Context: an optimization exercise on an open-source flow, tuned for small area, a short achievable clock period and few clock cycles per item. The choices shown serve that exercise and are no tape-out recipe.
Where RTL was checked, it was by simulation tests only, not by an equivalence proof against the original.
Power and IR drop assume default switching activity.

==> module ucs_emit, before the edit <==
module ucs_emit (
  input  logic                        clk,
  input  logic                        rst,
  input  logic                        load,
  input  ucs_pkg::ucs_snap_t          snap_in,
  input  logic [ucs_pkg::OFS_W-1:0]   l_in,
  input  logic [ucs_pkg::OFS_W-1:0]   e_in,
  input  logic [ucs_pkg::PORT_W-1:0]  port_in,
  input  logic                        port_valid,
  output logic                        free,
  output logic                        le_busy,
  output logic                        rec_valid,
  input  logic                        rec_ready,
  output logic [2:0]                  rec_component,
  output logic [ucs_pkg::OFS_W-1:0]   rec_start_offset,
  output logic [ucs_pkg::OFS_W-1:0]   rec_length,
  output logic [ucs_pkg::PORT_W-1:0]  rec_port_value,
  output logic                        rec_abs_flag,
  output logic                        rec_frag_only_flag,
  output logic                        rec_overflow,
  output logic                        rec_last
);
  localparam int W = ucs_pkg::OFS_W;
  ucs_pkg::ucs_snap_t           snap;
  logic [ucs_pkg::NUM_COMP-1:0] pending;    
  logic [ucs_pkg::NUM_COMP-1:0] sel;        
  logic [ucs_pkg::NUM_COMP-1:0] after_sel, sel_after, sel_load;
  logic                         busy;       
  logic [2:0]                   sel_comp;
  logic                         out_valid;
  logic                         advance;
  logic                         port_ok;    
  function automatic logic [ucs_pkg::NUM_COMP-1:0] lowest(input logic [ucs_pkg::NUM_COMP-1:0] m);
    lowest = m & (~m + ucs_pkg::NUM_COMP'(1));
  endfunction
  assign after_sel = pending & ~sel;
  assign sel_after = lowest(after_sel);
  assign sel_load  = lowest(snap_in.mask);
  always_comb begin
    sel_comp = 3'd6;
    for (int i = ucs_pkg::NUM_COMP - 1; i >= 0; i--) begin
      if (sel[i]) sel_comp = 3'(i);
    end
  end
  assign advance = busy && (!out_valid || rec_ready);
  assign free    = !busy || (sel[6] && advance);
  typedef struct packed {
    logic b_c, b_l, b_e, b_q, b_h;
    logic s_c, s_l, s_e, s_q, s_h, s_n;
    logic k;
  } pick_t;
  function automatic pick_t pick_of(input logic [ucs_pkg::NUM_COMP-1:0] r,
                                    input logic [ucs_pkg::NUM_COMP-1:0] p,
                                    input logic hh);
    pick_t x;
    x.b_c = r[1] | (r[3] & !hh);
    x.b_l = r[2];
    x.b_e = r[3] & hh;
    x.b_q = r[4];
    x.b_h = r[5];
    x.s_c = r[0];
    x.s_l = r[1] & p[2];
    x.s_e = (r[1] & !p[2]) | r[2];
    x.s_q = r[3] & p[4];
    x.s_h = (r[3] & !p[4] & p[5]) | (r[4] & p[5]);
    x.s_n = (r[3] & !p[4] & !p[5]) | (r[4] & !p[5]) | r[5] | r[6];
    x.k   = r[2] | r[4] | r[5];
    pick_of = x;
  endfunction
  pick_t pick;
  logic [W-1:0] base, stop, start, len;
  assign base = ({W{pick.b_c}} & snap.c) | ({W{pick.b_l}} & l_in) | ({W{pick.b_e}} & e_in) |
                ({W{pick.b_q}} & snap.q) | ({W{pick.b_h}} & snap.h);
  assign stop = ({W{pick.s_c}} & snap.c) | ({W{pick.s_l}} & l_in) | ({W{pick.s_e}} & e_in) |
                ({W{pick.s_q}} & snap.q) | ({W{pick.s_h}} & snap.h) | ({W{pick.s_n}} & snap.n);
  assign start = ucs_pkg::add_ofs(base, '0, pick.k);
  assign len   = ucs_pkg::add_ofs(stop, ~base, !pick.k);
  always_ff @(posedge clk) begin
    if (rst) begin
      pending   <= '0;
      sel       <= '0;
      busy      <= 1'b0;
      pick      <= '0;
      out_valid <= 1'b0;
    end else begin
      if (load) begin
        pending <= snap_in.mask;
        sel     <= sel_load;
        busy    <= 1'b1;
        pick    <= pick_of(sel_load, snap_in.mask, snap_in.has_host);
      end else if (advance) begin
        pending <= after_sel;
        sel     <= sel_after;
        busy    <= !sel[6];
        pick    <= pick_of(sel_after, after_sel, snap.has_host);
      end
      if (advance)        out_valid <= 1'b1;
      else if (rec_ready) out_valid <= 1'b0;
    end
  end
  always_ff @(posedge clk) begin
    if (load) begin
      snap   <= snap_in;
      snap.c <= snap_in.abs_flag ? snap_in.c : (snap_in.has_host ? W'(2) : W'(0));
    end else if (advance && sel[0]) begin
      snap.c <= snap.c + (snap.has_host ? W'(3) : W'(1));
    end
    if (advance) begin
      rec_component      <= sel_comp;
      rec_start_offset   <= start;
      rec_length         <= len;
      rec_abs_flag       <= snap.abs_flag;
      rec_frag_only_flag <= snap.frag_only_flag;
      rec_overflow       <= snap.overflow;
      rec_last           <= sel[6];
      port_ok            <= sel[2] && port_valid;
    end
  end
  assign le_busy = pending[1] || pending[2] || (pending[3] && snap.has_host) ||
                   (out_valid && port_ok);
  assign rec_port_value = port_ok ? port_in : '0;
  assign rec_valid      = out_valid;
endmodule
Settings: LEC_CHECK=0, CAP_MARGIN=20, CORE_MARGIN=2, CORE_UTILIZATION=40, CTS_CLUSTER_DIAMETER=100, CTS_CLUSTER_SIZE=28, SETUP_SLACK_MARGIN=2.0, SLEW_MARGIN=20; clock period 5.0 ns.
run.sh (not shown) runs the stock make flow with config.mk's settings and CLKGATE_MAP_FILE= SYNTH_SCRIPT=/design/flow/synth_recipe.tcl, a recipe that flattens the netlist after the stock synthesis.
The baseline completed without violations.
Next try:
--- a/flow/design.v
+++ b/flow/design.v
@@ -32,32 +32,10 @@
     is_digit = ((c >= CH_ZERO) && (c <= CH_NINE));
   endfunction
   function automatic logic is_scheme_char(input logic [CH_W-1:0] c);
     is_scheme_char = (is_alpha(c) || is_digit(c) || c == CH_PLUS || c == CH_MINUS || c == CH_DOT);
   endfunction
-  function automatic logic [OFS_W-1:0] add_ofs(input logic [OFS_W-1:0] a,
-                                               input logic [OFS_W-1:0] b,
-                                               input logic             cin);
-    logic [OFS_W:0] g, p, gn, pn;
-    logic [OFS_W-1:0] s;
-    g = {a & b, cin};
-    p = {a ^ b, 1'b0};
-    for (int d = 1; d <= OFS_W; d = d * 2) begin
-      gn = g;
-      pn = p;
-      for (int i = 0; i <= OFS_W; i++) begin
-        if ((i & d) != 0) begin
-          gn[i] = g[i] | (p[i] & g[(i & ~(d - 1)) - 1]);
-          pn[i] = p[i] & p[(i & ~(d - 1)) - 1];
-        end
-      end
-      g = gn;
-      p = pn;
-    end
-    for (int i = 0; i < OFS_W; i++) s[i] = a[i] ^ b[i] ^ g[i];
-    add_ofs = s;
-  endfunction
 endpackage
 `timescale 1ns / 1ps
 module ucs_parser (
   input  logic                     clk,
   input  logic                     rst,
@@ -342,12 +320,14 @@
   logic [W-1:0] base, stop, start, len;
   assign base = ({W{pick.b_c}} & snap.c) | ({W{pick.b_l}} & l_in) | ({W{pick.b_e}} & e_in) |
                 ({W{pick.b_q}} & snap.q) | ({W{pick.b_h}} & snap.h);
   assign stop = ({W{pick.s_c}} & snap.c) | ({W{pick.s_l}} & l_in) | ({W{pick.s_e}} & e_in) |
                 ({W{pick.s_q}} & snap.q) | ({W{pick.s_h}} & snap.h) | ({W{pick.s_n}} & snap.n);
-  assign start = ucs_pkg::add_ofs(base, '0, pick.k);
-  assign len   = ucs_pkg::add_ofs(stop, ~base, !pick.k);
+  logic [W:0] len_x;
+  assign start = base + W'(pick.k);
+  assign len_x = {stop, 1'b1} + {~base, !pick.k};
+  assign len   = len_x[W:1];
   always_ff @(posedge clk) begin
     if (rst) begin
       pending   <= '0;
       sel       <= '0;
       busy      <= 1'b0;
Power went down by 2.6%.
Synthesized cell count went up by 6.0%.
Sequential power barely changes.
Non-clock buffer count went down by 23.
Die area went up by 2.6%.
Critical path depth went down by 2.
Setup slack is better by 0.13 ns.
Cell count went up by 2.4%.
Clock-buffer cell count stays the same.
Core utilization went down by 1.1 points.
Worst hold slack is better by 0.0089 ns.
Routed wire length went up by 3.9%.
Combinational power went down by 10%.
Testbench counts after the change, summed over its fixed seeds: cycles 95,490, items 94,275.
For the first run of this note, only the layout was checked, not whether the RTL still works.

* * *

## old
uri_component_splitter_top, a different RTL version from the one above (not shown whole).
Size: about 220 flip-flops, about 64 I/O pins.
==> module ucs_emit, before the edit <==
module ucs_emit (
  input  logic                        clk,
  input  logic                        rst,
  input  logic                        load,
  input  ucs_pkg::ucs_snap_t          snap_in,
  input  logic [ucs_pkg::OFS_W-1:0]   s_in,
  input  logic [ucs_pkg::OFS_W-1:0]   l_in,
  input  logic [ucs_pkg::OFS_W-1:0]   e_in,
  input  logic [ucs_pkg::PORT_W-1:0]  port_in,
  input  logic                        port_valid,
  output logic                        free,
  output logic                        le_busy,
  output logic                        le_busy_next,   
  output logic                        s_busy_next,    
  output logic                        s_busy,
  output logic                        rec_valid,
  input  logic                        rec_ready,
  output logic [2:0]                  rec_component,
  output logic [ucs_pkg::OFS_W-1:0]   rec_start_offset,
  output logic [ucs_pkg::OFS_W-1:0]   rec_length,
  output logic [ucs_pkg::PORT_W-1:0]  rec_port_value,
  output logic                        rec_abs_flag,
  output logic                        rec_frag_only_flag,
  output logic                        rec_overflow,
  output logic                        rec_last
);
  localparam int W = ucs_pkg::OFS_W;
  ucs_pkg::ucs_snap_t           snap;
  logic [ucs_pkg::NUM_COMP-1:0] pending;    
  logic [ucs_pkg::NUM_COMP-1:0] sel;        
  logic [ucs_pkg::NUM_COMP-1:0] after_sel, sel_after, sel_load;
  logic                         busy;       
  logic [2:0]                   sel_comp;
  logic                         out_valid;
  logic                         advance;
  logic                         port_ok;    
  function automatic logic [ucs_pkg::NUM_COMP-1:0] lowest(input logic [ucs_pkg::NUM_COMP-1:0] m);
    lowest = m & (~m + ucs_pkg::NUM_COMP'(1));
  endfunction
  assign sel       = lowest(pending);
  assign after_sel = pending & ~sel;
  assign sel_after = lowest(after_sel);
  assign sel_load  = lowest(snap_in.mask);
  always_comb begin
    sel_comp = 3'd6;
    for (int i = ucs_pkg::NUM_COMP - 1; i >= 0; i--) begin
      if (sel[i]) sel_comp = 3'(i);
    end
  end
  assign advance = busy && (!out_valid || rec_ready);
  assign free    = !busy || (sel[6] && advance);
  typedef struct packed {
    logic b_s, b_l, b_e, b_q, b_h;
    logic s_s, s_l, s_e, s_q, s_h, s_n;
    logic two, ci;
  } pick_t;
  function automatic pick_t pick_of(input logic [ucs_pkg::NUM_COMP-1:0] r,
                                    input logic [ucs_pkg::NUM_COMP-1:0] p,
                                    input logic hh, input logic ab);
    pick_t x;
    x.b_s = r[1] | (r[3] & !hh & ab);
    x.b_l = r[2];
    x.b_e = r[3] & hh;
    x.b_q = r[4];
    x.b_h = r[5];
    x.s_s = r[0];
    x.s_l = r[1] & p[2];
    x.s_e = (r[1] & !p[2]) | r[2];
    x.s_q = r[3] & p[4];
    x.s_h = (r[3] & !p[4] & p[5]) | (r[4] & p[5]);
    x.s_n = (r[3] & !p[4] & !p[5]) | (r[4] & !p[5]) | r[5] | r[6];
    x.two = r[0] & hh;
    x.ci  = x.s_e | x.s_n;
    pick_of = x;
  endfunction
  pick_t pick;
  logic [W-1:0] base, stop, len;
  assign base = ({W{pick.b_s}} & s_in) | ({W{pick.b_l}} & l_in) | ({W{pick.b_e}} & e_in) |
                ({W{pick.b_q}} & snap.q) | ({W{pick.b_h}} & snap.h);
  assign stop = ({W{pick.s_s}} & s_in) | ({W{pick.s_l}} & l_in) | ({W{pick.s_e}} & e_in) |
                ({W{pick.s_q}} & snap.q) | ({W{pick.s_h}} & snap.h) | ({W{pick.s_n}} & snap.n);
  logic [W:0] len_x;
  assign len_x = {stop, 1'b1} + {~(base | {{(W-2){1'b0}}, pick.two, 1'b0}), pick.ci};
  assign len   = len_x[W:1];
  always_ff @(posedge clk) begin
    if (rst) begin
      pending   <= '0;
      busy      <= 1'b0;
      pick      <= '0;
      out_valid <= 1'b0;
    end else begin
      if (load) begin
        pending <= snap_in.mask;
        busy    <= 1'b1;
        pick    <= pick_of(sel_load, snap_in.mask, snap_in.has_host, snap_in.abs_flag);
      end else if (advance) begin
        pending <= after_sel;
        busy    <= !sel[6];
        pick    <= pick_of(sel_after, after_sel, snap.has_host, snap.abs_flag);
      end
      if (advance)        out_valid <= 1'b1;
      else if (rec_ready) out_valid <= 1'b0;
    end
  end
  always_ff @(posedge clk) begin
    if (load) snap <= snap_in;
    if (advance) begin
      rec_component      <= sel_comp;
      rec_start_offset   <= base;
      rec_length         <= len;
      rec_abs_flag       <= snap.abs_flag;
      rec_frag_only_flag <= snap.frag_only_flag;
      rec_overflow       <= snap.overflow;
    end
  end
  logic port_ok_next, out_valid_next, hh_next;
  logic [ucs_pkg::NUM_COMP-1:0] pending_next;
  assign port_ok_next   = (advance & sel[2] & port_valid) | (!advance & port_ok);
  assign out_valid_next = !rst && (advance || (out_valid && !rec_ready));
  assign pending_next   = rst ? '0 : load ? snap_in.mask : advance ? after_sel : pending;
  assign hh_next        = load ? snap_in.has_host : snap.has_host;
  assign s_busy         = pending[0] || pending[1] || (pending[3] && !snap.has_host);
  assign s_busy_next    = pending_next[0] || pending_next[1] || (pending_next[3] && !hh_next);
  assign le_busy_next   = pending_next[1] || pending_next[2] || (pending_next[3] && hh_next) ||
                          (out_valid_next && port_ok_next);
  always_ff @(posedge clk) port_ok <= port_ok_next;
  assign le_busy = pending[1] || pending[2] || (pending[3] && snap.has_host) ||
                   (out_valid && port_ok);
  assign rec_port_value = port_ok ? port_in : '0;
  assign rec_last       = rec_component[2] && rec_component[1];    
  assign rec_valid      = out_valid;
endmodule
==> flow/config.mk <==
export PLATFORM = sky130hd
export DESIGN_NAME = uri_component_splitter_top
export DESIGN_NICKNAME = uri_component_splitter_top
export VERILOG_FILES = /design/flow/design.v
export SDC_FILE = /design/flow/constraint.sdc
export NUM_CORES = 4
export LEC_CHECK = 0
export CAP_MARGIN = 20
export CORE_MARGIN = 2
export CORE_UTILIZATION = 40
export CTS_CLUSTER_DIAMETER = 100
export CTS_CLUSTER_SIZE = 28
export SETUP_SLACK_MARGIN = 2.3
export SLEW_MARGIN = 20
==> flow/constraint.sdc <==
create_clock -name core_clock -period 5.0 [get_ports {clk}]
set_input_delay 1.0000 -clock core_clock [delete_from_list [all_inputs] [get_ports {clk}]]
set_output_delay 1.0000 -clock core_clock [all_outputs]
set_load 0.01 [all_outputs]
old | stages: all done | timing, DRC, antenna: all pass
Testbench counts of old, summed over its fixed seeds: cycles 95,248, items 94,275.
What new does differently from old at the input level:
--- a/flow/design.v
+++ b/flow/design.v
@@ -52,10 +52,28 @@
       g = gn;
       p = pn;
     end
     times10_plus = (sv ^ cv) ^ {g[15:0], 1'b0};
   endfunction
+  function automatic logic [OFS_W-1:0] add_ofs(input logic [OFS_W-1:0] a,
+                                               input logic [OFS_W-1:0] b,
+                                               input logic             cin);
+    logic [OFS_W:0] g, p, gn, pn;
+    g = {a & b, cin};
+    p = {a ^ b, 1'b0};
+    for (int dd = 1; dd <= OFS_W; dd = dd * 2) begin
+      gn = g;
+      pn = p;
+      for (int i = dd; i <= OFS_W; i++) begin
+        gn[i] = g[i] | (p[i] & g[i - dd]);
+        pn[i] = p[i] & p[i - dd];
+      end
+      g = gn;
+      p = pn;
+    end
+    add_ofs = (a ^ b) ^ g[OFS_W-1:0];
+  endfunction
 endpackage
 `timescale 1ns / 1ps
 module ucs_parser (
   input  logic                     clk,
   input  logic                     rst,
@@ -368,13 +386,11 @@
   logic [W-1:0] base, stop, len;
   assign base = ({W{pick.b_s}} & s_in) | ({W{pick.b_l}} & l_in) | ({W{pick.b_e}} & e_in) |
                 ({W{pick.b_q}} & snap.q) | ({W{pick.b_h}} & snap.h);
   assign stop = ({W{pick.s_s}} & s_in) | ({W{pick.s_l}} & l_in) | ({W{pick.s_e}} & e_in) |
                 ({W{pick.s_q}} & snap.q) | ({W{pick.s_h}} & snap.h) | ({W{pick.s_n}} & snap.n);
-  logic [W:0] len_x;
-  assign len_x = {stop, 1'b1} + {~(base | {{(W-2){1'b0}}, pick.two, 1'b0}), pick.ci};
-  assign len   = len_x[W:1];
+  assign len = ucs_pkg::add_ofs(stop, ~(base | {{(W-2){1'b0}}, pick.two, 1'b0}), pick.ci);
   always_ff @(posedge clk) begin
     if (rst) begin
       pending   <= '0;
       busy      <= 1'b0;
       pick      <= '0;
==> comparison <==
- new against old; cell area is down slightly.
- NOTE: number of buffers other than clock buffers in the final layout in new exceeds that of old
- The post-synthesis cell type count in new sits 12 below the value recorded for old.
- Looking at old and new, the routed wire length is a wash.
- Relative to old, the fmax of new is lower by about 2.6%.
- The lower worst setup slack of old and new is in new.
- On new: share of power burned in combinational logic is 1.0 points higher than what old gave.
- On core utilization, new tracks old almost exactly.
- Against old as the reference, new delivers a higher flip-flop and latch share of the layout cell area.
Function not checked in new: the RTL went through the layout flow alone.

==> separate check: timing with driven ports <==
The flow's constraints put no driver on any port. The routed layouts listed below were extracted and timed again, unchanged, in two steps.
Step 1 sets driving cells, clkbuf_16 on the clock port and buf_2 on the other inputs (assumed; they add their load-dependent delay and slew).
Step 2 times the ports against the registers' clock, not the clock port: input delays grow and output delays shrink by t, the midpoint of the rising clock arrivals with the driver on.
Three values: no drivers, after step 1, after step 2; two values: the first two.
| run | shift t [ns] | slack for setup (ns) | latest minus earliest clock arrival (ns) | pins driven straight from the clock port |
|---|---|---|---|---|
| the first run of note 1 | 0.527 | 1.984 / 1.984 / 1.691 | 0.022 / 0.022 | 1 |
| the second run of note 1 | 0.512 | 2.116 / 2.113 / 1.714 | 0.018 / 0.019 | 1 |
| old | 0.518 | 2.338 / 2.338 / 1.890 | 0.030 / 0.029 | 1 |
| new | 0.522 | 2.268 / 2.268 / 1.776 | 0.031 / 0.031 | 1 |
After both steps every run listed still meets setup and hold. For new, which loses most, drivers alone change the setup slack by 0.000 ns; drivers and shift together by -0.492 ns.
